This is an optimization exercise on Yosys and OpenROAD, whose aim is small area and few clock cycles per item, not a production implementation.
Only simulation tests tie the RTL to the original design; equivalence was not proved.
Power is estimated from default activity; no workload was simulated.

===== design/flow/config.mk =====
export PLATFORM = sky130hd
export DESIGN_NAME = source_code_lexer_unit
export DESIGN_NICKNAME = source_code_lexer_unit
export VERILOG_FILES = /design/flow/design.v
export SDC_FILE = /design/flow/constraint.sdc
export NUM_CORES = 4
export LEC_CHECK = 0
export ABC_AREA = 1
export CAP_MARGIN = 20
export CORE_MARGIN = 2
export CORE_UTILIZATION = 70
export SLEW_MARGIN = 20

===== design/flow/constraint.sdc =====
create_clock -name core_clock -period 10.0 [get_ports {clk}]
set_input_delay 2.0000 -clock core_clock [delete_from_list [all_inputs] [get_ports {clk}]]
set_output_delay 2.0000 -clock core_clock [all_outputs]
set_load 0.01 [all_outputs]

===== design/flow/design.v =====
package slu_pkg;
  localparam logic [3:0] S_IDLE     = 4'd0;
  localparam logic [3:0] S_BANG     = 4'd5;
  localparam logic [3:0] S_EQUAL    = 4'd6;
  localparam logic [3:0] S_LESS     = 4'd7;
  localparam logic [3:0] S_GREATER  = 4'd8;
  localparam logic [3:0] S_SLASH    = 4'd9;
  localparam logic [3:0] S_COMMENT  = 4'd1;
  localparam logic [3:0] S_STRING   = 4'd2;
  localparam logic [3:0] S_NUMBER   = 4'd3;
  localparam logic [3:0] S_NUM_DOT  = 4'd4;
  localparam logic [3:0] S_FRACTION = 4'd10;
  localparam logic [3:0] S_DOTP     = 4'd11;    
  localparam logic [3:0] S_WORD     = 4'd12;    
  localparam logic [3:0] S_IDENT    = 4'd13;    
  function automatic logic [4:0] kw_first(input logic [7:0] c);
    case (c)
      "a": kw_first = 5'd0;
      "c": kw_first = 5'd1;
      "e": kw_first = 5'd2;
      "f": kw_first = 5'd3;
      "i": kw_first = 5'd6;
      "n": kw_first = 5'd7;
      "o": kw_first = 5'd8;
      "p": kw_first = 5'd9;
      "r": kw_first = 5'd10;
      "s": kw_first = 5'd11;
      "t": kw_first = 5'd12;
      "v": kw_first = 5'd14;
      "w": kw_first = 5'd15;
      default: kw_first = 5'd16;
    endcase
  endfunction
  function automatic logic [4:0] kw_char(input logic [3:0] k, input logic [2:0] i);
    logic [63:0] t;
    t = '0;
    if (k == 4'd0) t = 64'(24'h646e61);
    if (k == 4'd1) t = 64'(40'h7373616c63);
    if (k == 4'd2) t = 64'(32'h65736c65);
    if (k == 4'd3) t = 64'(40'h65736c6166);
    if (k == 4'd4) t = 64'(24'h726f66);
    if (k == 4'd5) t = 64'h6e6f6974636e7566;
    if (k == 4'd6) t = 64'(16'h6669);
    if (k == 4'd7) t = 64'(32'h6c6c756e);
    if (k == 4'd8) t = 64'(16'h726f);
    if (k == 4'd9) t = 64'(40'h746e697270);
    if (k == 4'd10) t = 64'(48'h6e7275746572);
    if (k == 4'd11) t = 64'(40'h7265707573);
    if (k == 4'd12) t = 64'(32'h73696874);
    if (k == 4'd13) t = 64'(32'h65757274);
    if (k == 4'd14) t = 64'(24'h726176);
    if (k == 4'd15) t = 64'(40'h656c696877);
    kw_char = 5'd0;
    for (int j = 0; j < 7; j++)
      if (i == 3'(j)) kw_char = t[8*(j+1) +: 5];
  endfunction
  function automatic logic kw_end(input logic [3:0] k, input logic [2:0] i);
    case (k)
      4'd0, 4'd4, 4'd14:              kw_end = (i == 3'd2);
      4'd2, 4'd7, 4'd12, 4'd13:       kw_end = (i == 3'd3);
      4'd1, 4'd3, 4'd9, 4'd11, 4'd15: kw_end = (i == 3'd4);
      4'd10:                          kw_end = (i == 3'd5);
      4'd5:                           kw_end = (i == 3'd7);
      default:                        kw_end = (i == 3'd1);
    endcase
  endfunction
endpackage
import slu_pkg::*;
module source_code_lexer_unit (
  input  logic        clk,
  input  logic        rst_n,
  input  logic        in_tvalid,
  output logic        in_tready,
  input  logic [7:0]  in_tdata,    
  input  logic        in_tlast,    
  output logic        out_tvalid,
  input  logic        out_tready,
  output logic [55:0] out_tdata,   
  output logic        out_tlast    
);
  logic        valid_r;
  logic [7:0]  char_r;
  logic        eot_r;
  logic [3:0]  st_r;
  logic [3:0]  kw_r;
  logic [2:0]  ki_r;
  logic [15:0] pos_r, begin_r, line_r;
  logic        tok;        
  logic        fin;        
  logic [5:0]  kind;
  logic [1:0]  ssel;       
  logic [2:0]  lsel;       
  logic [3:0]  st_nxt;
  logic [3:0]  kw_nxt;
  logic [2:0]  ki_nxt;
  logic        line_inc, set_begin, restart;
  logic        f_tok;
  logic [5:0]  f_kind;
  logic [3:0]  f_st;
  logic [4:0]  f_kw;
  logic        f_nl;
  logic        p_tok;
  logic [5:0]  p_kind;
  logic [1:0]  p_ssel;
  logic [2:0]  p_lsel;
  logic        is_digit, is_alpha;
  logic        step;
  assign is_digit = (char_r >= "0") && (char_r <= "9");
  assign is_alpha = ((char_r >= "a") && (char_r <= "z")) || ((char_r >= "A") && (char_r <= "Z"))
                    || (char_r == "_");
  assign f_kw     = slu_pkg::kw_first(char_r);
  always_comb begin
    f_tok  = 1'b0;
    f_kind = 6'd39;
    f_st   = S_IDLE;
    f_nl   = 1'b0;
    case (char_r)
      "(": begin f_tok = 1'b1; f_kind = 6'd0; end
      ")": begin f_tok = 1'b1; f_kind = 6'd1; end
      "{": begin f_tok = 1'b1; f_kind = 6'd2; end
      "}": begin f_tok = 1'b1; f_kind = 6'd3; end
      ",": begin f_tok = 1'b1; f_kind = 6'd4; end
      ".": begin f_tok = 1'b1; f_kind = 6'd5; end
      "-": begin f_tok = 1'b1; f_kind = 6'd6; end
      "+": begin f_tok = 1'b1; f_kind = 6'd7; end
      ";": begin f_tok = 1'b1; f_kind = 6'd8; end
      "*": begin f_tok = 1'b1; f_kind = 6'd9; end
      "!": f_st = S_BANG;
      "=": f_st = S_EQUAL;
      "<": f_st = S_LESS;
      ">": f_st = S_GREATER;
      "/": f_st = S_SLASH;
      " ", 8'h0d, 8'h09: ;
      8'h0a: f_nl = 1'b1;
      "\"": f_st = S_STRING;
      default: begin
        if (is_digit)      f_st = S_NUMBER;
        else if (is_alpha) f_st = f_kw[4] ? S_IDENT : S_WORD;
        else               f_tok = 1'b1;
      end
    endcase
  end
  always_comb begin
    p_tok  = 1'b1;
    p_kind = 6'd21;
    p_ssel = 2'd0;
    p_lsel = 3'd0;
    case (st_r)
      S_IDLE, S_COMMENT: p_tok = 1'b0;
      S_BANG, S_EQUAL, S_LESS, S_GREATER, S_SLASH: begin
        p_kind = {1'b0, st_r, 1'b0}; p_lsel = 3'd1;
      end
      S_STRING:  p_kind = 6'd40;
      S_NUMBER, S_FRACTION: ;
      S_NUM_DOT: p_lsel = 3'd4;
      S_DOTP:    begin p_kind = 6'd5; p_ssel = 2'd2; p_lsel = 3'd1; end
      S_WORD:    p_kind = slu_pkg::kw_end(kw_r, ki_r) ? 6'd22 + 6'(kw_r) : 6'd19;
      default:   p_kind = 6'd19;
    endcase
  end
  always_comb begin
    logic rescan;
    tok       = 1'b0;
    fin       = 1'b1;
    kind      = p_kind;
    ssel      = p_ssel;
    lsel      = p_lsel;
    st_nxt    = st_r;
    kw_nxt    = kw_r;
    ki_nxt    = ki_r + 3'd1;
    line_inc  = 1'b0;
    set_begin = 1'b0;
    restart   = 1'b0;
    rescan    = 1'b0;
    if (eot_r) begin
      if (p_tok) begin
        tok    = 1'b1;
        fin    = 1'b0;
        st_nxt = (st_r == S_NUM_DOT) ? S_DOTP : S_IDLE;
      end else begin
        tok     = 1'b1;
        kind    = 6'd38;
        ssel    = 2'd1;
        lsel    = 3'd3;
        restart = 1'b1;
        st_nxt  = S_IDLE;
      end
    end else begin
      case (st_r)
        S_BANG, S_EQUAL, S_LESS, S_GREATER: begin
          if (char_r == "=") begin
            tok    = 1'b1;
            kind   = p_kind + 6'd1;
            lsel   = 3'd2;
            st_nxt = S_IDLE;
          end else rescan = 1'b1;
        end
        S_SLASH: begin
          if (char_r == "/") st_nxt = S_COMMENT;
          else rescan = 1'b1;
        end
        S_COMMENT: begin
          if (char_r == 8'h0a) begin
            line_inc = 1'b1;
            st_nxt   = S_IDLE;
          end
        end
        S_STRING: begin
          if (char_r == 8'h0a) line_inc = 1'b1;
          if (char_r == "\"") begin
            tok    = 1'b1;
            kind   = 6'd20;
            lsel   = 3'd5;
            st_nxt = S_IDLE;
          end
        end
        S_NUMBER: begin
          if (char_r == ".") st_nxt = S_NUM_DOT;
          else if (!is_digit) rescan = 1'b1;
        end
        S_NUM_DOT: begin
          if (is_digit) st_nxt = S_FRACTION;
          else rescan = 1'b1;
        end
        S_FRACTION: begin
          if (!is_digit) rescan = 1'b1;
        end
        S_IDLE, S_DOTP: rescan = 1'b1;
        S_WORD: begin
          if (is_alpha || is_digit) begin
            if (ki_r == 3'd0 && kw_r == 4'd3 && (char_r == "o" || char_r == "u"))
              kw_nxt = (char_r == "o") ? 4'd4 : 4'd5;
            else if (ki_r == 3'd0 && kw_r == 4'd12 && char_r == "r")
              kw_nxt = 4'd13;
            else if (char_r[7:5] != 3'b011 || char_r[4:0] != slu_pkg::kw_char(kw_r, ki_r))
              st_nxt = S_IDENT;
          end else rescan = 1'b1;
        end
        default: begin
          if (!(is_alpha || is_digit)) rescan = 1'b1;
        end
      endcase
      if (rescan) begin
        if (p_tok && (f_tok || st_r == S_NUM_DOT)) begin
          tok    = 1'b1;
          fin    = 1'b0;
          st_nxt = (st_r == S_NUM_DOT) ? S_DOTP : S_IDLE;
        end else begin
          tok       = p_tok | f_tok;
          if (!p_tok) begin
            kind = f_kind;
            ssel = 2'd1;
            lsel = 3'd1;
          end
          st_nxt    = f_st;
          kw_nxt    = f_kw[3:0];
          ki_nxt    = 3'd0;
          line_inc  = f_nl;
          set_begin = 1'b1;
        end
      end
    end
  end
  logic [15:0] start, len;
  logic [16:0] pos_inc, sub_a;
  logic [15:0] sub_b;
  logic        sub_c;
  logic [17:0] diff;
  assign pos_inc = {1'b0, pos_r} + 17'd1;
  assign sub_a   = (lsel == 3'd5) ? pos_inc : {1'b0, pos_r};
  assign sub_b   = (ssel == 2'd2) ? 16'd0 : begin_r;
  assign sub_c   = !(lsel == 3'd4 || ssel == 2'd2);
  assign diff    = {1'b0, sub_a} + {2'b11, ~sub_b} + 18'(sub_c);
  always_comb begin
    case (ssel)
      2'd0:    start = begin_r;
      2'd1:    start = pos_r;
      default: start = diff[15:0];
    endcase
    case (lsel)
      3'd1:    len = 16'd1;
      3'd2:    len = 16'd2;
      3'd3:    len = 16'd0;
      default: len = diff[17] ? 16'd0 : diff[16] ? 16'hFFFF : diff[15:0];
    endcase
  end
  assign step       = valid_r && (!tok || out_tready);
  assign in_tready  = !valid_r || (fin && (!tok || out_tready));
  assign out_tvalid = valid_r && tok;
  assign out_tdata  = {2'b00, line_r, len, start, kind};
  assign out_tlast  = fin;
  always_ff @(posedge clk) begin
    if (!rst_n) begin
      valid_r <= 1'b0;
      st_r    <= S_IDLE;
      pos_r   <= 16'd0;
      begin_r <= 16'd0;
      line_r  <= 16'd1;
    end else begin
      if (in_tready) valid_r <= in_tvalid;
      if (step) begin
        st_r <= st_nxt;
        if (fin) begin
          kw_r <= kw_nxt;
          ki_r <= ki_nxt;
          if (restart) begin
            pos_r   <= 16'd0;
            begin_r <= 16'd0;
            line_r  <= 16'd1;
          end else begin
            if (!pos_inc[16]) pos_r <= pos_inc[15:0];
            if (set_begin) begin_r <= pos_r;
            if (line_inc && line_r != 16'hFFFF) line_r <= line_r + 16'd1;
          end
        end
      end
    end
  end
  always_ff @(posedge clk) begin
    if (in_tready) begin
      char_r <= in_tdata;
      eot_r  <= in_tlast;
    end
  end
endmodule

===== design/flow/flow/run.sh =====
#!/bin/bash
# The standard layout (standard.sh), with these changes:
#  - synthesis maps the logic with flow/abc_area.script (ABC_AREA is 1 in config.mk), an
#    area-oriented ABC script built on &deepsyn, instead of ORFS's own abc_area.script;
#    everything else in synthesis (registers, flattening, renaming) is the standard one.
#  - the port buffers use sky130_fd_sc_hd__buf_1 instead of the resizer's default choice.
#  - clock tree synthesis adds no dummy load cells (-dont_use_dummy_load).
# Each tool's full output stays in the ORFS logs under orfs/logs; standard.sh's own output
# goes to standard.log.
set -euo pipefail
here=$(pwd)
rm -rf "$here/orfs_scripts"
cp -r "$FLOW_HOME/scripts" "$here/orfs_scripts"
cp "$here/flow/abc_area.script" "$here/orfs_scripts/abc_area.script"
export SCRIPTS_DIR="$here/orfs_scripts"
export BUFFER_PORTS_ARGS="-buffer_cell sky130_fd_sc_hd__buf_1"
export CTS_ARGS="-sink_clustering_enable -repair_clock_nets -dont_use_dummy_load -root_buf sky130_fd_sc_hd__clkbuf_8 -buf_list sky130_fd_sc_hd__clkbuf_4 -sink_clustering_size 10 -sink_clustering_max_diameter 40"
bash standard.sh > standard.log 2>&1

===== design/flow/flow/abc_area.script =====
strash
&get -n
&deepsyn -T 60
&put
strash
&get -n
&nf -R 1000
&put
topo
stime -c

===== design/flow/standard.sh =====
#!/bin/bash
# synth_recipe.tcl (not shown) runs the flow's synth.tcl, then flattens the netlist and writes it again
# the make line also repeats each setting of config.mk as NAME=value (left out here)
make -C /OpenROAD-flow-scripts/flow DESIGN_CONFIG=/design/flow/config.mk WORK_HOME=/design/flow/orfs CLKGATE_MAP_FILE= SYNTH_SCRIPT=/design/flow/synth_recipe.tcl "${@:-finish}"

==> notes.md, run 1 <==
Status: timing/DRC/antenna clean
Synth Area in Adders: 0.0697
Most common cell in the netlist: nand2_1
Die Ht: 90.5 um
Initial Util: 0.723
Setup TNS: 0 ns
Synth unique cells: 58
Crit Path Category: reg -> out
Syn Area/Cell: 7.49 sq um
Synth Flop Type: dfxtp_1
Largest area contributor in the netlist: dfxtp_1
Total number of vias: 6034
Die width: 90.5 um
Hold Path Cell Cnt: 1
Layout cells sized above 1: 0.0192
Reg clk slew, reported paths: 0.08 ns
EDFF count, synth: 16
Design area: 5780 sq um
Total setup buffers inserted after CTS: 0
Leak pwr: 2.04 nW
Worst Tran Pin Value: 0.984 ns
Worst path slowest cell: edfxtp_1
Final setup margin: 1.35 ns
Final Hold Fails: 0
Critical path's top delay family: compound AO/OA/AOI/OAI gates
CTS tree: built
CP Launch Point: char_r[2]$_DFFE_PP_
Post-synth top area share: 0.202
Final setup violation count: 0
Initial antenna violation count: 0
# diodes: 0
Sequential area share after synthesis: 0.294
Worst Path Required: 8.00 ns
Post-cts sizing count: 0
Layout net count: 825
PD cells: 100 nW/um^2
CP endpoint kind: primary output
Max Cap Viol: 0
Ports: 72
RR Startpoint: char_r[0]$_DFFE_PP_
Ys async rst share: 0
Synth Area in XOR/XNOR: 0.0501
Most frequent cells after synthesis: 97 x nand2_1, 73 x a21oi_1, 73 x nor2_1
ANT nets after route: 0
Global placement routability congestion: 1.00
Global Route Usage Sum: 0.394
CP startpoint kind: flop
Post-CTS Hold Buffers: 0
Arr. time, crit path: 6.65 ns
Worst path bufs/invs: 2
R2R cell count: 25
Clock latency (worst-skew pair): 0.36 ns
Flop and latch count out of synthesis: 69
Global-route wire length before repair: 26700 um
Largest net degree at the start of global routing: 35
Cells after Synth: 700
Layout fillers: 509
Core area: 7250 sq um
Synth Area in Simple Gates: 0.268
Crit share post-route: 0.865
Vias per inst: 6.85
Flop-to-flop setup slack: 3.38 ns
Clock Skews: 0.0241 ns
CP Depth: 27
GR Overflow Total: 0
Mapped Area: 5240 sq um
CP Capture Point: out_tdata[23]
Slew Limit Fails: 0
Layout area overhead: 10.2%
CTS root buf: clkbuf_8
Min Clock Period, post-route: 8.65 ns
Min-delay worst type: reg -> reg
Rel. slew slack: 0.342
Area contributors post-synth: dfxtp_1 20%, edfxtp_1 9.2%, a21oi_1 7.0%
Post-synthesis compound-gate area fraction: 0.282
RSZ-0062 raised after global routing: false
Rows: 31
R2R Path End: line_r[14]$_SDFFE_PN0P_
CTS Sinks: 69
Peak VDD IR: 91.8 uV
Pre-CTS setup slack: 2.00 ns
Vias in the first global route: 5550
Yosys Warn Count: 1
Mux cell area share after synthesis: 0.00406
Max FO, Critical Path: 15
H-tree Lvls: 3
DR iter-0 viols: 628
CTS Buffer Depth: 2
Die area: 8200 sq um
PortBufs: 69
CTS Buf Count: 9
DR pass1 iterations: 6
Main combinational cell family by area after synthesis: compound AO/OA/AOI/OAI gates
Post-DR wirelength/cell: 18.3 um
Area after DPL: 5650 sq um
Fmax: 116 MHz
DRC: 0
Dpl hpwl: 11800 um
Max incr delay on CP: 0.59 ns
Final WL: 16100 um
## state kept, by name, summed over array words and instances (netlist names)
signal,flops
begin_r,16
ki_r,3
char_r,8
eot_r,1
kw_r,4
valid_r,1
pos_r,16
line_r,16
st_r,4
## metrics by stage
step | std cells | power [mW] | hold WS (ns) | util
after floorplan | 701 | 0.370 | 0.442 | -
after global placement | 872 | 0.396 | 0.456 | 0.779
after detailed placement | 872 | 0.400 | 0.455 | 0.779
after CTS | 881 | 0.572 | 0.481 | 0.796
after global routing | 881 | 0.595 | 0.494 | 0.796
final | 881 | 0.579 | 0.479 | 0.796
## where the power goes
group	internal, mW	switching [mW]	leakage [nW]
Sequential	0.291	0.0113	0.583
Clock	0.0804	0.100	0.0647
Combinational	0.0316	0.0643	1.40
## worst min path at each step
stage                                  start                        to  slack (ns)
global route        begin_r[13]$_SDFFE_PN0P_  begin_r[13]$_SDFFE_PN0P_        0.49
floorplan            begin_r[0]$_SDFFE_PN0P_   begin_r[0]$_SDFFE_PN0P_        0.44
CTS                 begin_r[15]$_SDFFE_PN0P_  begin_r[15]$_SDFFE_PN0P_        0.48
detailed placement  begin_r[15]$_SDFFE_PN0P_  begin_r[15]$_SDFFE_PN0P_        0.46
global placement     begin_r[0]$_SDFFE_PN0P_   begin_r[0]$_SDFFE_PN0P_        0.46
finish              begin_r[15]$_SDFFE_PN0P_  begin_r[15]$_SDFFE_PN0P_        0.48
## cell families after synthesis
logic type               Yosys count
AO/OA/AOI/OAI                    230
AND/OR/NAND/NOR                  298
buffers and inverters             42
other                              1
XOR/XNOR                          30
adder cells (fa/ha/maj)           28
flip-flops                        69
multiplexers                       2
## routing by layer
| metal | wire length (um) | share of wire | track usage |
|---|---|---|---|
| met2 | 7560 | 0.47 | 0.646 |
| met3 | 1730 | 0.11 | 0.0559 |
| met5 | 0 | 0 | 0 |
| met1 | 6490 | 0.40 | 0.531 |
| met4 | 350 | 0.022 | 0.142 |
## cell type report
| cell class | count | area [sq um] | share of cell area |
|---|---|---|---|
| timing repair buffer | 74 | 297 | 0.0513 |
| sequential | 69 | 1540 | 0.267 |
| inverter | 40 | 150 | 0.0260 |
| multi-input combinational | 590 | 3540 | 0.613 |
| clock buffer | 9 | 124 | 0.0214 |
| tap | 99 | 124 | 0.0214 |
## layout by cell type, fill, tap and decap left out, drive strengths merged, types with 14 or more instances in the layout
cell	synthesis	layout
o21ai	52	52
xnor2	20	20
nor3	24	24
clkinv	40	40
and2	14	14
nor2	73	73
a21oi	73	73
nand3	24	24
ha	26	26
edfxtp	16	16
a22o	19	19
nand2	97	97
and3	19	19
dfxtp	53	53
o221ai	19	19
buf	2	74
Testbench counts, summed over its fixed seeds: cycles 34,367, bytes 33,802.
==> run 2, diff against run 1 <==
--- a/design/flow/design.v
+++ b/design/flow/design.v
@@ -12,7 +12,6 @@
   localparam logic [3:0] S_FRACTION = 4'd10;
   localparam logic [3:0] S_DOTP     = 4'd11;    
   localparam logic [3:0] S_WORD     = 4'd12;    
-  localparam logic [3:0] S_IDENT    = 4'd13;    
   function automatic logic [4:0] kw_first(input logic [7:0] c);
     case (c)
       "a": kw_first = 5'd0;
@@ -82,8 +81,8 @@
   logic [7:0]  char_r;
   logic        eot_r;
   logic [3:0]  st_r;
-  logic [3:0]  kw_r;
-  logic [2:0]  ki_r;
+  logic [3:0]  kw_r;       
+  logic [2:0]  ki_r;       
   logic [15:0] pos_r, begin_r, line_r;
   logic        tok;        
   logic        fin;        
@@ -135,7 +134,7 @@
       "\"": f_st = S_STRING;
       default: begin
         if (is_digit)      f_st = S_NUMBER;
-        else if (is_alpha) f_st = f_kw[4] ? S_IDENT : S_WORD;
+        else if (is_alpha) f_st = S_WORD;
         else               f_tok = 1'b1;
       end
     endcase
@@ -166,8 +165,8 @@
     ssel      = p_ssel;
     lsel      = p_lsel;
     st_nxt    = st_r;
-    kw_nxt    = kw_r;
-    ki_nxt    = ki_r + 3'd1;
+    kw_nxt    = f_kw[3:0];       
+    ki_nxt    = {3{f_kw[4]}};    
     line_inc  = 1'b0;
     set_begin = 1'b0;
     restart   = 1'b0;
@@ -228,12 +227,16 @@
         S_IDLE, S_DOTP: rescan = 1'b1;
         S_WORD: begin
           if (is_alpha || is_digit) begin
+            kw_nxt = kw_r;
+            ki_nxt = ki_r + 3'd1;
             if (ki_r == 3'd0 && kw_r == 4'd3 && (char_r == "o" || char_r == "u"))
               kw_nxt = (char_r == "o") ? 4'd4 : 4'd5;
             else if (ki_r == 3'd0 && kw_r == 4'd12 && char_r == "r")
               kw_nxt = 4'd13;
-            else if (char_r[7:5] != 3'b011 || char_r[4:0] != slu_pkg::kw_char(kw_r, ki_r))
-              st_nxt = S_IDENT;
+            else if (char_r[7:5] != 3'b011 || char_r[4:0] != slu_pkg::kw_char(kw_r, ki_r)) begin
+              kw_nxt = 4'd0;
+              ki_nxt = 3'd7;
+            end
           end else rescan = 1'b1;
         end
         default: begin
@@ -253,8 +256,6 @@
             lsel = 3'd1;
           end
           st_nxt    = f_st;
-          kw_nxt    = f_kw[3:0];
-          ki_nxt    = 3'd0;
           line_inc  = f_nl;
           set_begin = 1'b1;
         end
@@ -305,7 +306,6 @@
           ki_r <= ki_nxt;
           if (restart) begin
             pos_r   <= 16'd0;
-            begin_r <= 16'd0;
             line_r  <= 16'd1;
           end else begin
             if (!pos_inc[16]) pos_r <= pos_inc[15:0];
--- a/design/flow/flow/run.sh
+++ b/design/flow/flow/run.sh
@@ -14,5 +14,5 @@
 cp "$here/flow/abc_area.script" "$here/orfs_scripts/abc_area.script"
 export SCRIPTS_DIR="$here/orfs_scripts"
 export BUFFER_PORTS_ARGS="-buffer_cell sky130_fd_sc_hd__buf_1"
-export CTS_ARGS="-sink_clustering_enable -repair_clock_nets -dont_use_dummy_load -root_buf sky130_fd_sc_hd__clkbuf_8 -buf_list sky130_fd_sc_hd__clkbuf_4 -sink_clustering_size 10 -sink_clustering_max_diameter 40"
+export CTS_ARGS="-sink_clustering_enable -repair_clock_nets -dont_use_dummy_load"
 bash standard.sh > standard.log 2>&1
==> design/flow/flow/abc_area.script (replaced) <==
strash
&get -n
&deepsyn -T 240
&put
strash
&get -n
&nf -R 1000
&put
topo
stime -c
==> run 2 against run 1 <==
Compared with the run above:
- still clean on timing, DRC and antenna
- register-to-register slack better by 1.1 ns
- synthesized area decreased by 0.36%
- global-route usage decreased by 2.1 points
- total power shrank 3.1%
- critical path depth rose by 5
- clock skew down 0.00066 ns
- wire length decreased by 4.4%
- sequential share of layout area is 0.086 points lower
- design area increased by 0.32%
- worst setup slack got worse by 0.78 ns
- worst hold slack improved by 0.0024 ns
- clock power shrank 3%
- critical path type unchanged
- largest cell class unchanged
- largest power group unchanged
- highest routed layer unchanged
==> notes.md, run 2 <==
R2R cell count: 22 (was 25)
Post-DR wirelength/cell: 17.8 um (was 18.3 um)
Synth Area in Simple Gates: 0.260 (was 0.268)
CTS tree: built (unchanged)
Area of the multi-input gates: 3540 sq um (unchanged)
Hold Crit Endpoint: begin_r[5]$_SDFFE_PN0P_ (was begin_r[15]$_SDFFE_PN0P_)
Clock Power Share: 0.311 (was 0.312)
Design area: 5800 sq um (was 5780 sq um)
CP endpoint kind: primary output (unchanged)
Mapped Area: 5220 sq um (was 5240 sq um)
Synth Area in Adders: 0.0700 (was 0.0697)
DRC: 0 (unchanged)
CTS Buffer Depth: 2 (unchanged)
Hold Path Origin: begin_r[5]$_SDFFE_PN0P_ (was begin_r[15]$_SDFFE_PN0P_)
Register cell area after layout: 1540 sq um (unchanged)
Worst Path Required: 8.00 ns (about the same)
Yosys Warn Count: 1 (unchanged)
Flop and latch count out of synthesis: 69 (unchanged)
Max FO, Critical Path: 12 (was 15)
Layout fillers: 509 (unchanged)
Post-synthesis compound-gate area fraction: 0.287 (was 0.282)
Switching share of power: 0.290 (was 0.303)
Final total power: 0.561 mW (was 0.579 mW)
Synth unique cells: 55 (was 58)
Initial Util: 0.720 (was 0.723)
DR pass1 iterations: 10 (was 6)
Final setup margin: 0.570 ns (was 1.35 ns)
Worst path slowest cell: edfxtp_1 (unchanged)
Gate power share: 0.151 (was 0.166)
Vias in the first global route: 5463 (was 5550)
PortBufs: 69 (unchanged)
Final Hold Fails: 0 (unchanged)
Max Cap Viol: 0 (unchanged)
Ports: 72 (unchanged)
Arr. time, crit path: 7.43 ns (was 6.65 ns)
Top flop regs: begin_r: 16 flops, line_r: 16 flops, pos_r: 16 flops (unchanged)
Fmax: 106 MHz (was 116 MHz)
Layout net count: 812 (was 825)
Die area: 8170 sq um (was 8200 sq um)
Crit share post-route: 0.943 (was 0.865)
Largest net degree at the start of global routing: 32 (was 35)
Global Route Usage Sum: 0.373 (was 0.394)
GR Overflow Total: 0 (unchanged)
R2R Path End: line_r[15]$_SDFFE_PN0P_ (was line_r[14]$_SDFFE_PN0P_)
RR Startpoint: char_r[2]$_DFFE_PP_ (was char_r[0]$_DFFE_PP_)
Layout cells sized above 1: 0.0260 (was 0.0192)
Final WL: 15400 um (was 16100 um)
CP startpoint kind: flop (unchanged)
Main combinational cell family by area after synthesis: compound AO/OA/AOI/OAI gates (unchanged)
Initial antenna violation count: 0 (unchanged)
# diodes: 0 (unchanged)
Commonest non-fill, non-tap cell in the layout: nand2_1 (unchanged)
Total number of vias: 5873 (was 6034)
Most frequent cells after synthesis: 99 x nand2_1, 77 x a21oi_1, 64 x nor2_1 (was 97 x nand2_1, 73 x a21oi_1, 73 x nor2_1)
Cells after Synth: 682 (was 700)
Die width: 90.4 um (was 90.5 um)
CTS Sinks: 69 (unchanged)
Sequential area share after synthesis: 0.295 (was 0.294)
Syn Area/Cell: 7.66 sq um (was 7.49 sq um)
Area after DPL: 5630 sq um (was 5650 sq um)
Min-delay worst type: reg -> reg (unchanged)
Global placement routability congestion: 1.00 (about the same)
Layout area overhead: 11.0% (was 10.2%)
Core area: 7250 sq um (unchanged)
Crit Path Category: reg -> out (unchanged)
Critical Path Most Common Cell: a21oi_1
H-tree Lvls: 3 (unchanged)
Ys async rst share: 0 (unchanged)
Global-route wire length before repair: 25200 um (was 26700 um)
DR iter-0 viols: 792 (was 628)
Leak pwr: 2.06 nW (was 2.04 nW)
Rel. slew slack: 0.424 (was 0.342)
Rows: 31 (unchanged)
Mux cell area share after synthesis: 0.00192 (was 0.00406)
Vias per inst: 6.77 (was 6.85)
Clock latency (worst-skew pair): 0.34 ns (was 0.36 ns)
Synth Flop Type: dfxtp_1 (unchanged)
Clock Skews: 0.0235 ns (was 0.0241 ns)
CTS root buf: clkbuf_8 (unchanged)
Most common cell in the netlist: nand2_1 (unchanged)
Fin util: 0.799 (was 0.796)
Worst Tran Pin Value: 0.863 ns (was 0.984 ns)
Synth Area in XOR/XNOR: 0.0570 (was 0.0501)
Status: timing/DRC/antenna clean (unchanged)
Min Clock Period, post-route: 9.43 ns (was 8.65 ns)
CTS Buf Count: 9 (unchanged)
PD cells: 96.8 nW/um^2 (was 100 nW/um^2)
Slew Limit Fails: 0 (unchanged)
Dpl hpwl: 11300 um (was 11800 um)
Cell-internal power: 0.398 mW (was 0.403 mW)
Hold Path Cell Cnt: 1 (unchanged)
Post-synth top area share: 0.203 (was 0.202)
Reg clk slew, reported paths: 0.08 ns (about the same)
Commonest non-fill, non-tap cells in the layout: 99 x nand2_1, 77 x a21oi_1, 69 x buf_1 (was 97 x nand2_1, 73 x a21oi_1, 72 x nor2_1)
Max incr delay on CP: 0.56 ns (was 0.59 ns)
Flop pwr share: 0.537 (was 0.523)
ANT nets after route: 0 (unchanged)
Post-CTS Hold Buffers: 0 (unchanged)
Peak VDD IR: 87.4 uV (was 91.8 uV)
Flop-to-flop setup slack: 4.49 ns (was 3.38 ns)
Final setup violation count: 0 (unchanged)
EDFF count, synth: 16 (unchanged)
Sw Pwr: 0.163 mW (was 0.176 mW)
Die Ht: 90.4 um (was 90.5 um)
Area contributors post-synth: dfxtp_1 20%, edfxtp_1 9.2%, a21oi_1 7.4% (was dfxtp_1 20%, edfxtp_1 9.2%, a21oi_1 7.0%)
Largest area contributor in the netlist: dfxtp_1 (unchanged)
Pre-CTS setup slack: 0.883 ns (was 2.00 ns)
-- run 2: worst max path at each step --
stage / from / end / slack [ns]
2_1_floorplan: char_r[4]$_DFFE_PP_ / out_tdata[23] / 1.94
3_3_place_gp: char_r[4]$_DFFE_PP_ / out_tdata[23] / 1.39
3_5_place_dp: char_r[4]$_DFFE_PP_ / out_tdata[23] / 0.88
4_1_cts: char_r[4]$_DFFE_PP_ / out_tdata[23] / 0.46
5_1_grt: char_r[2]$_DFFE_PP_ / out_tdata[34] / -0.02
6_report: char_r[2]$_DFFE_PP_ / out_tdata[35] / 0.57
-- run 2: final cells by class --
type                       count  area share
clock buffer                   9      0.0214
inverter                      35      0.0227
multi-input combinational    577       0.611
sequential                    69       0.266
tap                           99      0.0214
timing repair buffer          79      0.0576
-- run 2: cells by family after synthesis --
| family | Yosys count |
|---|---|
| compound gates | 226 |
| xor+xnor | 34 |
| fa+ha+maj | 28 |
| buf+inv | 37 |
| flops | 69 |
| mux | 1 |
| other cells | 1 |
| simple gates | 286 |
-- run 2: repair_timing --
action	in CTS	in global routing
setup endpoints to repair	0	16
resized for setup	0	1
setup buffers	0	5
-- run 2: through the flow --
stage / TNS (ns) / instances / hold slack [ns]
3_3_place_gp: 0 / 854 / 0.457
5_1_grt: -0.0370 / 868 / 0.513
2_1_floorplan: 0 / 683 / 0.442
4_1_cts: 0 / 863 / 0.480
6_report: 0 / 868 / 0.482
3_5_place_dp: 0 / 854 / 0.459
-- run 2: per-layer routing --
layer | vias to the layer above | wire (um) | share of wire | global-route usage
met2 | 455 | 6900 | 0.45 | 0.596
li1 | 2696 | - | - | -
met1 | 2643 | 6110 | 0.40 | 0.499
met5 | - | 0 | 0 | 0
met3 | 79 | 1780 | 0.12 | 0.0676
met4 | 0 | 617 | 0.040 | 0.159
-- run 2: power by group through the flow --
stage | combinational, mW | sequential (mW) | clock, mW
6_report | 0.0849 | 0.302 | 0.175
5_1_grt | 0.0911 | 0.302 | 0.184
4_1_cts | 0.0787 | 0.302 | 0.173
3_5_place_dp | 0.0781 | 0.308 | 0
3_3_place_gp | 0.0766 | 0.308 | 0
2_1_floorplan | 0.0549 | 0.304 | 0
-- run 2: critical path, delay by kind of cell, from the launching register on --
family / cells / cell delay (ns)
adder cells (fa/ha/maj): 2 / 0.66
XOR/XNOR: 2 / 0.68
AO/OA/AOI/OAI: 18 / 3.04
AND/OR/NAND/NOR: 6 / 1.58
flip-flops: 1 / 0.56
buffers and inverters: 4 / 0.59
Testbench counts of run 2, summed over its fixed seeds: cycles 34,367, bytes 33,802.
==> run 3, diff against run 2 <==
--- a/design/flow/flow/run.sh
+++ b/design/flow/flow/run.sh
@@ -1,8 +1,5 @@
 #!/bin/bash
 # The standard layout (standard.sh), with these changes:
-#  - synthesis maps the logic with flow/abc_area.script (ABC_AREA is 1 in config.mk), an
-#    area-oriented ABC script built on &deepsyn, instead of ORFS's own abc_area.script;
-#    everything else in synthesis (registers, flattening, renaming) is the standard one.
 #  - the port buffers use sky130_fd_sc_hd__buf_1 instead of the resizer's default choice.
 #  - clock tree synthesis adds no dummy load cells (-dont_use_dummy_load).
 # Each tool's full output stays in the ORFS logs under orfs/logs; standard.sh's own output
==> design/flow/flow/abc_area.script (replaced) <==
strash
&get -n
&deepsyn -T 240
&put
strash
&get -n
&nf -R 1000
&put
topo
stime -c
upsize -c
dnsize -c
--- a/design/flow/config.mk
+++ b/design/flow/config.mk
@@ -6,6 +6,7 @@
 export NUM_CORES = 4
 export LEC_CHECK = 0
 export ABC_AREA = 1
+export ABC_CLOCK_PERIOD_IN_PS = 6500
 export CAP_MARGIN = 20
 export CORE_MARGIN = 2
 export CORE_UTILIZATION = 70
==> run 3 against run 2 <==
Compared with the run above:
- sequential cell count is the same
- design area grew 0.91%
- combinational power is essentially flat
- critical path depth shrank 2
- fmax grew 2.7%
- sequential power is essentially flat
- die area grew 1.8%
- final cell count shrank 0.69%
- non-clock buffer count shrank 6
- clock skew grew 0.0032 ns
- largest power group unchanged
==> notes.md, run 3 <==
Worst Path Required: 8.00 ns (about the same)
Fmax: 109 MHz (was 106 MHz)
Global placement routability congestion: 0.971 (was 1.00)
Max Cap Viol: 0 (unchanged)
H-tree Lvls: 3 (unchanged)
Met2 Routed Length: 7330 um (was 6900 um)
CTS tree: built (unchanged)
Ports: 72 (unchanged)
Most common cell in the netlist: nand2_1 (unchanged)
EDFF count, synth: 16 (unchanged)
Mapped Area: 5320 sq um (was 5220 sq um)
Final Hold Fails: 0 (unchanged)
PortBufs: 69 (unchanged)
Min Clock Period, post-route: 9.18 ns (was 9.43 ns)
Global-route wire length before repair: 25900 um (was 25200 um)
Global Route Usage Sum: 0.376 (was 0.373)
Syn Area/Cell: 7.80 sq um (was 7.66 sq um)
Non-filler instance count after layout: 862 (was 868)
PD cells: 96.3 nW/um^2 (was 96.8 nW/um^2)
Pre-CTS setup slack: 1.42 ns (was 0.883 ns)
GR Overflow Total: 0 (unchanged)
Max FO, Critical Path: 19 (was 12)
Setup TNS: 0 ns (unchanged)
Final total power: 0.563 mW (was 0.561 mW)
Crit Path Category: reg -> out (unchanged)
Yosys Warn Count: 1 (unchanged)
CTS root buf: clkbuf_8 (unchanged)
Die area: 8320 sq um (was 8170 sq um)
Post-DR wirelength/cell: 18.2 um (was 17.8 um)
Total number of vias: 5838 (was 5873)
Layout net count: 806 (was 812)
Post-cts sizing count: 0 (unchanged)
RSZ-0062 raised after global routing: false
Clock Skews: 0.0266 ns (was 0.0235 ns)
Critical Path Most Common Cell: a21oi_1 (unchanged)
Layout fillers: 510 (was 509)
Min-delay worst type: reg -> reg (unchanged)
Die width: 91.2 um (was 90.4 um)
CTS Sinks: 69 (unchanged)
Cells after Synth: 682 (unchanged)
Largest area contributor in the netlist: dfxtp_1 (unchanged)
Leak pwr: 2.07 nW (was 2.06 nW)
Top flop regs: begin_r: 16 flops, line_r: 16 flops, pos_r: 16 flops (unchanged)
Ys async rst share: 0 (unchanged)
Die Ht: 91.2 um (was 90.4 um)
Final WL: 15700 um (was 15400 um)
Flop and latch count out of synthesis: 69 (unchanged)
Rel. slew slack: 0.212 (was 0.424)
Most frequent cells after synthesis: 98 x nand2_1, 76 x a21oi_1, 64 x nor2_1 (was 99 x nand2_1, 77 x a21oi_1, 64 x nor2_1)
Reg clk slew, reported paths: 0.06 ns (was 0.08 ns)
Cells after DPL: 853 (was 854)
DR pass1 iterations: 8 (was 10)
Rows: 31 (unchanged)
Synth unique cells: 72 (was 55)
CTS Buffer Depth: 2 (unchanged)
Worst path slowest cell: nor3_1 (was edfxtp_1)
Routed met3 length: 1630 um (was 1780 um)
Status: timing/DRC/antenna clean (unchanged)
Dpl hpwl: 11600 um (was 11300 um)
Commonest non-fill, non-tap cells in the layout: 98 x nand2_1, 76 x a21oi_1, 69 x buf_1 (was 99 x nand2_1, 77 x a21oi_1, 69 x buf_1)
Synth Flop Type: dfxtp_1 (unchanged)
Total setup buffers inserted after CTS: 0 (unchanged)
Commonest non-fill, non-tap cell in the layout: nand2_1 (unchanged)
Vias per inst: 6.77 (about the same)
Final setup margin: 0.816 ns (was 0.570 ns)
Clock latency (worst-skew pair): 0.35 ns (was 0.34 ns)
Final setup violation count: 0 (unchanged)
Top Layer Used: met4 (unchanged)
Vias in the first global route: 5412 (was 5463)
Layout area overhead: 9.87% (was 11.0%)
Worst Tran Pin Value: 1.18 ns (was 0.863 ns)
Area contributors post-synth: dfxtp_1 20%, edfxtp_1 9.0%, a21oi_1 7.1% (was dfxtp_1 20%, edfxtp_1 9.2%, a21oi_1 7.4%)
CP endpoint kind: primary output (unchanged)
CTS Buf Count: 9 (unchanged)
Core area: 7290 sq um (was 7250 sq um)
Crit share post-route: 0.918 (was 0.943)
Initial antenna violation count: 0 (unchanged)
Sequential area share after synthesis: 0.290 (was 0.295)
Peak VDD IR: 78.9 uV (was 87.4 uV)
ANT nets after route: 0 (unchanged)
Layout cells sized above 1: 0.0406 (was 0.0260)
DRC: 0 (unchanged)
DR iter-0 viols: 780 (was 792)
Post-CTS Hold Buffers: 0 (unchanged)
Initial Util: 0.730 (was 0.720)
Arr. time, crit path: 7.18 ns (was 7.43 ns)
Post-synth top area share: 0.199 (was 0.203)
# diodes: 0 (unchanged)
Largest net degree at the start of global routing: 32 (unchanged)
CP startpoint kind: flop (unchanged)
Routed metal-1 wire length: 6300 um (was 6110 um)
Max incr delay on CP: 0.57 ns (was 0.56 ns)
Slew Limit Fails: 0 (unchanged)
## run 3: kinds of logic (layout without fill, tap and decap cells)
group	count (synthesis)	after routing	synth area share
adder cells (fa/ha/maj)	28	28	0.0686
multiplexers	1	1	0.00188
XOR/XNOR	34	34	0.0559
AND/OR/NAND/NOR	286	286	0.267
buffers and inverters	37	117	0.0275
other	1	2	0.000705
flip-flops	69	69	0.290
AO/OA/AOI/OAI	226	226	0.289
## run 3: final cells by class
class	instances	area [sq um]	area share
clock buffer	9	124	0.0212
multi-input combinational	577	3640	0.622
inverter	35	131	0.0225
timing repair buffer	73	289	0.0494
tap	99	124	0.0212
sequential	69	1540	0.264
## run 3: worst paths after layout
path / start / to / slack, ns / cells after the start
min: begin_r[6]$_SDFFE_PN0P_ / begin_r[6]$_SDFFE_PN0P_ / 0.48 / 1
max reg2reg: st_r[1]$_SDFFE_PN0P_ / pos_r[14]$_SDFFE_PN0P_ / 5.07 / 19
min reg2reg: begin_r[6]$_SDFFE_PN0P_ / begin_r[6]$_SDFFE_PN0P_ / 0.48 / 1
max: st_r[1]$_SDFFE_PN0P_ / out_tdata[23] / 0.82 / 30
## run 3: through the flow
stage,util,hold slack [ns],cell area (sq um)
floorplan,-,0.442,5330
global placement,0.785,0.457,5720
detailed placement,0.785,0.459,5720
CTS,0.802,0.476,5850
global route,0.802,0.498,5850
finish,0.802,0.479,5850
## run 3: layer usage
metal	up-vias	track usage
met5	-	0
met4	0	0.125
met3	51	0.0581
met2	445	0.613
met1	2638	0.512
li1	2704	-
## run 3: worst max-delay path, delay by kind of cell (launching register included)
kind | cells | cell delay, ns
AOI/OAI and AO/OA | 20 | 3.80
buffers and inverters | 1 | 0.14
and+or+nand+nor | 8 | 2.11
adders and majority gates | 1 | 0.29
DFF | 1 | 0.51
## run 3: report_power, final
part           switching [mW]  internal, mW  leakage, nW  total [mW]
sequential             0.0125         0.290        0.582       0.303
clock                  0.0948        0.0803       0.0647       0.175
combinational          0.0572        0.0276         1.42      0.0847
total                   0.164         0.398         2.07       0.563
==> run 4, diff against run 3 <==
--- a/design/flow/design.v
+++ b/design/flow/design.v
@@ -12,6 +12,8 @@
   localparam logic [3:0] S_FRACTION = 4'd10;
   localparam logic [3:0] S_DOTP     = 4'd11;    
   localparam logic [3:0] S_WORD     = 4'd12;    
+  localparam logic [3:0] S_IDENT    = 4'd13;    
+  localparam logic [3:0] S_PUNCT    = 4'd14;    
   function automatic logic [4:0] kw_first(input logic [7:0] c);
     case (c)
       "a": kw_first = 5'd0;
@@ -81,10 +83,11 @@
   logic [7:0]  char_r;
   logic        eot_r;
   logic [3:0]  st_r;
-  logic [3:0]  kw_r;       
-  logic [2:0]  ki_r;       
+  logic [3:0]  kw_r;
+  logic [2:0]  ki_r;
   logic [15:0] pos_r, begin_r, line_r;
   logic        tok;        
+  logic        last;       
   logic        fin;        
   logic [5:0]  kind;
   logic [1:0]  ssel;       
@@ -95,6 +98,7 @@
   logic        line_inc, set_begin, restart;
   logic        f_tok;
   logic [5:0]  f_kind;
+  logic [3:0]  f_code;     
   logic [3:0]  f_st;
   logic [4:0]  f_kw;
   logic        f_nl;
@@ -108,6 +112,7 @@
   assign is_alpha = ((char_r >= "a") && (char_r <= "z")) || ((char_r >= "A") && (char_r <= "Z"))
                     || (char_r == "_");
   assign f_kw     = slu_pkg::kw_first(char_r);
+  assign f_code = f_kind[5] ? 4'd15 : f_kind[3:0];
   always_comb begin
     f_tok  = 1'b0;
     f_kind = 6'd39;
@@ -134,7 +139,7 @@
       "\"": f_st = S_STRING;
       default: begin
         if (is_digit)      f_st = S_NUMBER;
-        else if (is_alpha) f_st = S_WORD;
+        else if (is_alpha) f_st = f_kw[4] ? S_IDENT : S_WORD;
         else               f_tok = 1'b1;
       end
     endcase
@@ -154,26 +159,32 @@
       S_NUM_DOT: p_lsel = 3'd4;
       S_DOTP:    begin p_kind = 6'd5; p_ssel = 2'd2; p_lsel = 3'd1; end
       S_WORD:    p_kind = slu_pkg::kw_end(kw_r, ki_r) ? 6'd22 + 6'(kw_r) : 6'd19;
+      S_PUNCT:   begin p_kind = (kw_r == 4'd15) ? 6'd39 : {2'b00, kw_r}; p_lsel = 3'd1; end
       default:   p_kind = 6'd19;
     endcase
   end
   always_comb begin
     logic rescan;
     tok       = 1'b0;
+    last      = 1'b1;
     fin       = 1'b1;
     kind      = p_kind;
     ssel      = p_ssel;
     lsel      = p_lsel;
     st_nxt    = st_r;
-    kw_nxt    = f_kw[3:0];       
-    ki_nxt    = {3{f_kw[4]}};    
+    kw_nxt    = kw_r;
+    ki_nxt    = ki_r + 3'd1;
     line_inc  = 1'b0;
     set_begin = 1'b0;
     restart   = 1'b0;
     rescan    = 1'b0;
-    if (eot_r) begin
+    if (!valid_r) begin
+      tok    = (st_r == S_PUNCT);
+      st_nxt = S_IDLE;
+    end else if (eot_r) begin
       if (p_tok) begin
         tok    = 1'b1;
+        last   = (st_r == S_PUNCT);    
         fin    = 1'b0;
         st_nxt = (st_r == S_NUM_DOT) ? S_DOTP : S_IDLE;
       end else begin
@@ -224,19 +235,15 @@
         S_FRACTION: begin
           if (!is_digit) rescan = 1'b1;
         end
-        S_IDLE, S_DOTP: rescan = 1'b1;
+        S_IDLE, S_DOTP, S_PUNCT: rescan = 1'b1;
         S_WORD: begin
           if (is_alpha || is_digit) begin
-            kw_nxt = kw_r;
-            ki_nxt = ki_r + 3'd1;
             if (ki_r == 3'd0 && kw_r == 4'd3 && (char_r == "o" || char_r == "u"))
               kw_nxt = (char_r == "o") ? 4'd4 : 4'd5;
             else if (ki_r == 3'd0 && kw_r == 4'd12 && char_r == "r")
               kw_nxt = 4'd13;
-            else if (char_r[7:5] != 3'b011 || char_r[4:0] != slu_pkg::kw_char(kw_r, ki_r)) begin
-              kw_nxt = 4'd0;
-              ki_nxt = 3'd7;
-            end
+            else if (char_r[7:5] != 3'b011 || char_r[4:0] != slu_pkg::kw_char(kw_r, ki_r))
+              st_nxt = S_IDENT;
           end else rescan = 1'b1;
         end
         default: begin
@@ -244,18 +251,17 @@
         end
       endcase
       if (rescan) begin
-        if (p_tok && (f_tok || st_r == S_NUM_DOT)) begin
+        if (st_r == S_NUM_DOT) begin
           tok    = 1'b1;
+          last   = 1'b0;
           fin    = 1'b0;
-          st_nxt = (st_r == S_NUM_DOT) ? S_DOTP : S_IDLE;
+          st_nxt = S_DOTP;
         end else begin
-          tok       = p_tok | f_tok;
-          if (!p_tok) begin
-            kind = f_kind;
-            ssel = 2'd1;
-            lsel = 3'd1;
-          end
-          st_nxt    = f_st;
+          tok       = p_tok;
+          last      = (st_r == S_PUNCT) || !f_tok;
+          st_nxt    = f_tok ? S_PUNCT : f_st;
+          kw_nxt    = f_tok ? f_code : f_kw[3:0];
+          ki_nxt    = 3'd0;
           line_inc  = f_nl;
           set_begin = 1'b1;
         end
@@ -285,11 +291,11 @@
       default: len = diff[17] ? 16'd0 : diff[16] ? 16'hFFFF : diff[15:0];
     endcase
   end
-  assign step       = valid_r && (!tok || out_tready);
+  assign step       = (valid_r || st_r == S_PUNCT) && (!tok || out_tready);
   assign in_tready  = !valid_r || (fin && (!tok || out_tready));
-  assign out_tvalid = valid_r && tok;
+  assign out_tvalid = tok;
   assign out_tdata  = {2'b00, line_r, len, start, kind};
-  assign out_tlast  = fin;
+  assign out_tlast  = last;
   always_ff @(posedge clk) begin
     if (!rst_n) begin
       valid_r <= 1'b0;
@@ -301,11 +307,12 @@
       if (in_tready) valid_r <= in_tvalid;
       if (step) begin
         st_r <= st_nxt;
-        if (fin) begin
+        if (valid_r && fin) begin
           kw_r <= kw_nxt;
           ki_r <= ki_nxt;
           if (restart) begin
             pos_r   <= 16'd0;
+            begin_r <= 16'd0;
             line_r  <= 16'd1;
           end else begin
             if (!pos_inc[16]) pos_r <= pos_inc[15:0];
--- a/design/flow/flow/run.sh
+++ b/design/flow/flow/run.sh
@@ -1,5 +1,8 @@
 #!/bin/bash
 # The standard layout (standard.sh), with these changes:
+#  - synthesis maps the logic with flow/abc_area.script (ABC_AREA is 1 in config.mk), an
+#    area-oriented ABC script built on &deepsyn, instead of ORFS's own abc_area.script;
+#    everything else in synthesis (registers, flattening, renaming) is the standard one.
 #  - the port buffers use sky130_fd_sc_hd__buf_1 instead of the resizer's default choice.
 #  - clock tree synthesis adds no dummy load cells (-dont_use_dummy_load).
 # Each tool's full output stays in the ORFS logs under orfs/logs; standard.sh's own output
==> design/flow/flow/abc_area.script (replaced) <==
strash
&get -n
&deepsyn -T 240
&put
strash
&get -n
&nf -R 1000
&put
topo
stime -c
--- a/design/flow/config.mk
+++ b/design/flow/config.mk
@@ -6,8 +6,7 @@
 export NUM_CORES = 4
 export LEC_CHECK = 0
 export ABC_AREA = 1
-export ABC_CLOCK_PERIOD_IN_PS = 6500
 export CAP_MARGIN = 20
 export CORE_MARGIN = 2
-export CORE_UTILIZATION = 70
+export CORE_UTILIZATION = 60
 export SLEW_MARGIN = 20
==> run 4 against run 3 <==
Compared with the run above:
- fmax shrank 3.3%
- combinational power rose to 4.0 times the previous value
- global-route usage down 5.5 points
- final cell count is 4.5% higher
- core utilization is 11 points lower
- worst hold slack hardly changed
- critical endpoint is now out_tdata[22]
- largest cell class unchanged
==> notes.md, run 4 <==
Status: timing/DRC/antenna clean (unchanged)
Most frequent cells after synthesis: 83 x nand2_1, 75 x a21oi_1, 67 x nor2_1 (was 98 x nand2_1, 76 x a21oi_1, 64 x nor2_1)
Arr. time, crit path: 7.50 ns (was 7.18 ns)
RSZ-0062 raised after global routing: true (was false)
Crit Path Category: reg -> out (unchanged)
Synth unique cells: 60 (was 72)
Peak VDD IR: 103 uV (was 78.9 uV)
Sequential area share after synthesis: 0.291 (was 0.290)
Setup TNS: 0 ns (unchanged)
Vias per inst: 6.56 (was 6.77)
Final setup violation count: 0 (unchanged)
Initial antenna violation count: 0 (unchanged)
CTS Buf Count: 9 (unchanged)
Clock Skews: 0.0298 ns (was 0.0266 ns)
Yosys Warn Count: 1 (unchanged)
Most common cell in the netlist: nand2_1 (unchanged)
CTS tree: built (unchanged)
Initial Util: 0.613 (was 0.730)
Syn Area/Cell: 7.61 sq um (was 7.80 sq um)
Max FO, Critical Path: 11 (was 19)
Final WL: 15700 um (about the same)
Critical Path Most Common Cell: a21oi_2 (was a21oi_1)
Ys async rst share: 0 (unchanged)
CTS Buffer Depth: 2 (unchanged)
Min-delay worst type: reg -> reg (unchanged)
ANT nets after route: 0 (unchanged)
Die Ht: 97.9 um (was 91.2 um)
Core area: 8640 sq um (was 7290 sq um)
PortBufs: 69 (unchanged)
Ports: 72 (unchanged)
Min Clock Period, post-route: 9.50 ns (was 9.18 ns)
Clock latency (worst-skew pair): 0.35 ns (about the same)
Commonest non-fill, non-tap cell in the layout: nand2_1 (unchanged)
Layout net count: 836 (was 806)
Max incr delay on CP: 0.45 ns (was 0.57 ns)
Die area: 9590 sq um (was 8320 sq um)
Slew Limit Fails: 0 (unchanged)
Max Cap Viol: 0 (unchanged)
Global Route Usage Sum: 0.321 (was 0.376)
CTS Sinks: 69 (unchanged)
Worst Tran Pin Value: 0.798 ns (was 1.18 ns)
Total number of vias: 5915 (was 5838)
DRC: 0 (unchanged)
Fmax: 105 MHz (was 109 MHz)
GR Overflow Total: 0 (unchanged)
Die width: 97.9 um (was 91.2 um)
Post-synth top area share: 0.201 (was 0.199)
Vias in the first global route: 5342 (was 5412)
CP endpoint kind: primary output (unchanged)
PD cells: 142 nW/um^2 (was 96.3 nW/um^2)
Cells after Synth: 695 (was 682)
Flop-to-flop setup slack: 4.00 ns (was 5.07 ns)
Top flop regs: begin_r: 16 flops, line_r: 16 flops, pos_r: 16 flops (unchanged)
CTS root buf: clkbuf_8 (unchanged)
# diodes: 0 (unchanged)
Global placement routability congestion: 0.961 (was 0.971)
Worst Path Required: 8.00 ns (about the same)
Area contributors post-synth: dfxtp_1 20%, edfxtp_1 9.1%, a21oi_1 7.1% (was dfxtp_1 20%, edfxtp_1 9.0%, a21oi_1 7.1%)
Fin util: 0.696 (was 0.802)
DR iter-0 viols: 569 (was 780)
CP startpoint kind: flop (unchanged)
H-tree Lvls: 3 (unchanged)
Rows: 34 (was 31)
Layout cells sized above 1: 0.0517 (was 0.0406)
Dpl hpwl: 11400 um (was 11600 um)
Mapped Area: 5290 sq um (was 5320 sq um)
Layout area overhead: 13.6% (was 9.87%)
Leak pwr: 2.19 nW (was 2.07 nW)
Crit share post-route: 0.950 (was 0.918)
Global-route wire length before repair: 25600 um (was 25900 um)
Largest area contributor in the netlist: dfxtp_1 (unchanged)
Worst path slowest cell: or4_1 (was nor3_1)
EDFF count, synth: 16 (unchanged)
Final Hold Fails: 0 (unchanged)
Flop and latch count out of synthesis: 69 (unchanged)
Synth Flop Type: dfxtp_1 (unchanged)
Largest net degree at the start of global routing: 34 (was 32)
Busiest layer in global routing: met2 (unchanged)
Met3 Use GR: 0.0580 (was 0.0581)
GR met2 Demand/Resource: 0.511 (was 0.613)
Met1 usage: 0.445 (was 0.512)
DR pass1 iterations: 6 (was 8)
Rel. slew slack: 0.468 (was 0.212)
Post-DR wirelength/cell: 17.5 um (was 18.2 um)
Commonest non-fill, non-tap cells in the layout: 83 x nand2_1, 70 x a21oi_1, 69 x buf_1 (was 98 x nand2_1, 76 x a21oi_1, 69 x buf_1)
Reg clk slew, reported paths: 0.07 ns (was 0.06 ns)
run 4: area by class of cell:
type / count / area, sq um
Fill cell: 740 / 2620
Clock buffer: 9 / 124
Sequential cell: 69 / 1540
Timing Repair Buffer: 90 / 420
Tap cell: 108 / 135
Multi-Input combinational cell: 589 / 3660
Inverter: 36 / 135
run 4: critical path, delay by kind of cell (launching register included):
kind	cells	cell delay [ns]
buffers and inverters	6	0.85
multiplexers	1	0.28
XOR/XNOR	2	0.36
AND/OR/NAND/NOR	12	1.90
adder cells (fa/ha/maj)	2	0.65
flip-flops	1	0.35
AO/OA/AOI/OAI	17	2.76
run 4: power by group:
part / total [mW] / internal [mW] / leakage, nW / switching (mW)
combinational: 0.343 / 0.124 / 1.55 / 0.219
clock: 0.176 / 0.0803 / 0.0647 / 0.0960
sequential: 0.332 / 0.302 / 0.583 / 0.0294
run 4: routing by layer:
| layer | share of wire | wire length [um] | vias to the layer above |
|---|---|---|---|
| met5 | 0 | 0 | - |
| met4 | 0.021 | 328 | 0 |
| met3 | 0.086 | 1350 | 44 |
| met2 | 0.46 | 7270 | 325 |
| met1 | 0.43 | 6800 | 2753 |
| li1 | - | - | 2793 |
run 4: timing repair:
action / CTS / global route
pin swaps: 0 / 3
gates resized for setup: 1 / 10
setup buffers: 1 / 11
endpoints found under the setup margin: 16 / 18
hold buffers: 0 / 0
run 4: worst paths after layout:
path / start / endpoint / cells after the start
setup / recovery: char_r[4]$_DFFE_PP_ / out_tdata[22] / 40
setup reg to reg: char_r[4]$_DFFE_PP_ / pos_r[15]$_SDFFE_PN0P_ / 29
hold / removal: begin_r[11]$_SDFFE_PN0P_ / begin_r[11]$_SDFFE_PN0P_ / 1
hold reg to reg: begin_r[11]$_SDFFE_PN0P_ / begin_r[11]$_SDFFE_PN0P_ / 1
run 4: kinds of logic after synthesis:
logic type,Yosys count,share of synthesized area
compound gates,219,0.269
simple gates,301,0.275
fa+ha+maj,28,0.0690
xor+xnor,35,0.0579
buf+inv,38,0.0284
other cells,1,0.000709
mux,4,0.00804
flops,69,0.291
run 4: per-stage QoR:
step	instance area (sq um)	worst slack [ns]	total power, mW	hold WS [ns]	std cells
4_1_cts	5890	0.0143	0.831	0.479	890
5_1_grt	6010	-0.0480	0.899	0.489	901
3_5_place_dp	5750	0.337	0.653	0.455	880
6_report	6010	0.501	0.851	0.479	901
2_1_floorplan	5300	0.956	0.550	0.442	696
3_3_place_gp	5750	0.579	0.647	0.455	880
Testbench counts of run 4, summed over its fixed seeds: cycles 33,898, bytes 33,802.

[afterwards: timing with drivers on the ports]
The flow's constraints put no driver on any port. The routed layouts listed below were extracted and timed again, unchanged, in two steps.
Step 1 assumes that a clkbuf_16 drives the clock port and a buf_2 every other input.
Step 2 also shifts input and output timing later by t, the mid clock arrival at the registers, as if the neighbouring blocks saw the same clock.
Slacks: ideal / step 1 / step 2; pairs: ideal / step 1.
| run | t, ns | setup WS [ns] | worst setup path at the end | pins driven straight from the clock port |
|---|---|---|---|---|
| run 1 | 0.381 | 1.351 / 1.314 / 1.695 | register to output | 1 |
| run 2 | 0.368 | 0.570 / 0.533 / 0.901 | register to output | 1 |
| run 3 | 0.368 | 0.816 / 0.781 / 1.149 | register to output | 1 |
| run 4 | 0.370 | 0.501 / 0.468 / 0.838 | register to output | 1 |
After both steps setup and hold are still met in every run listed.
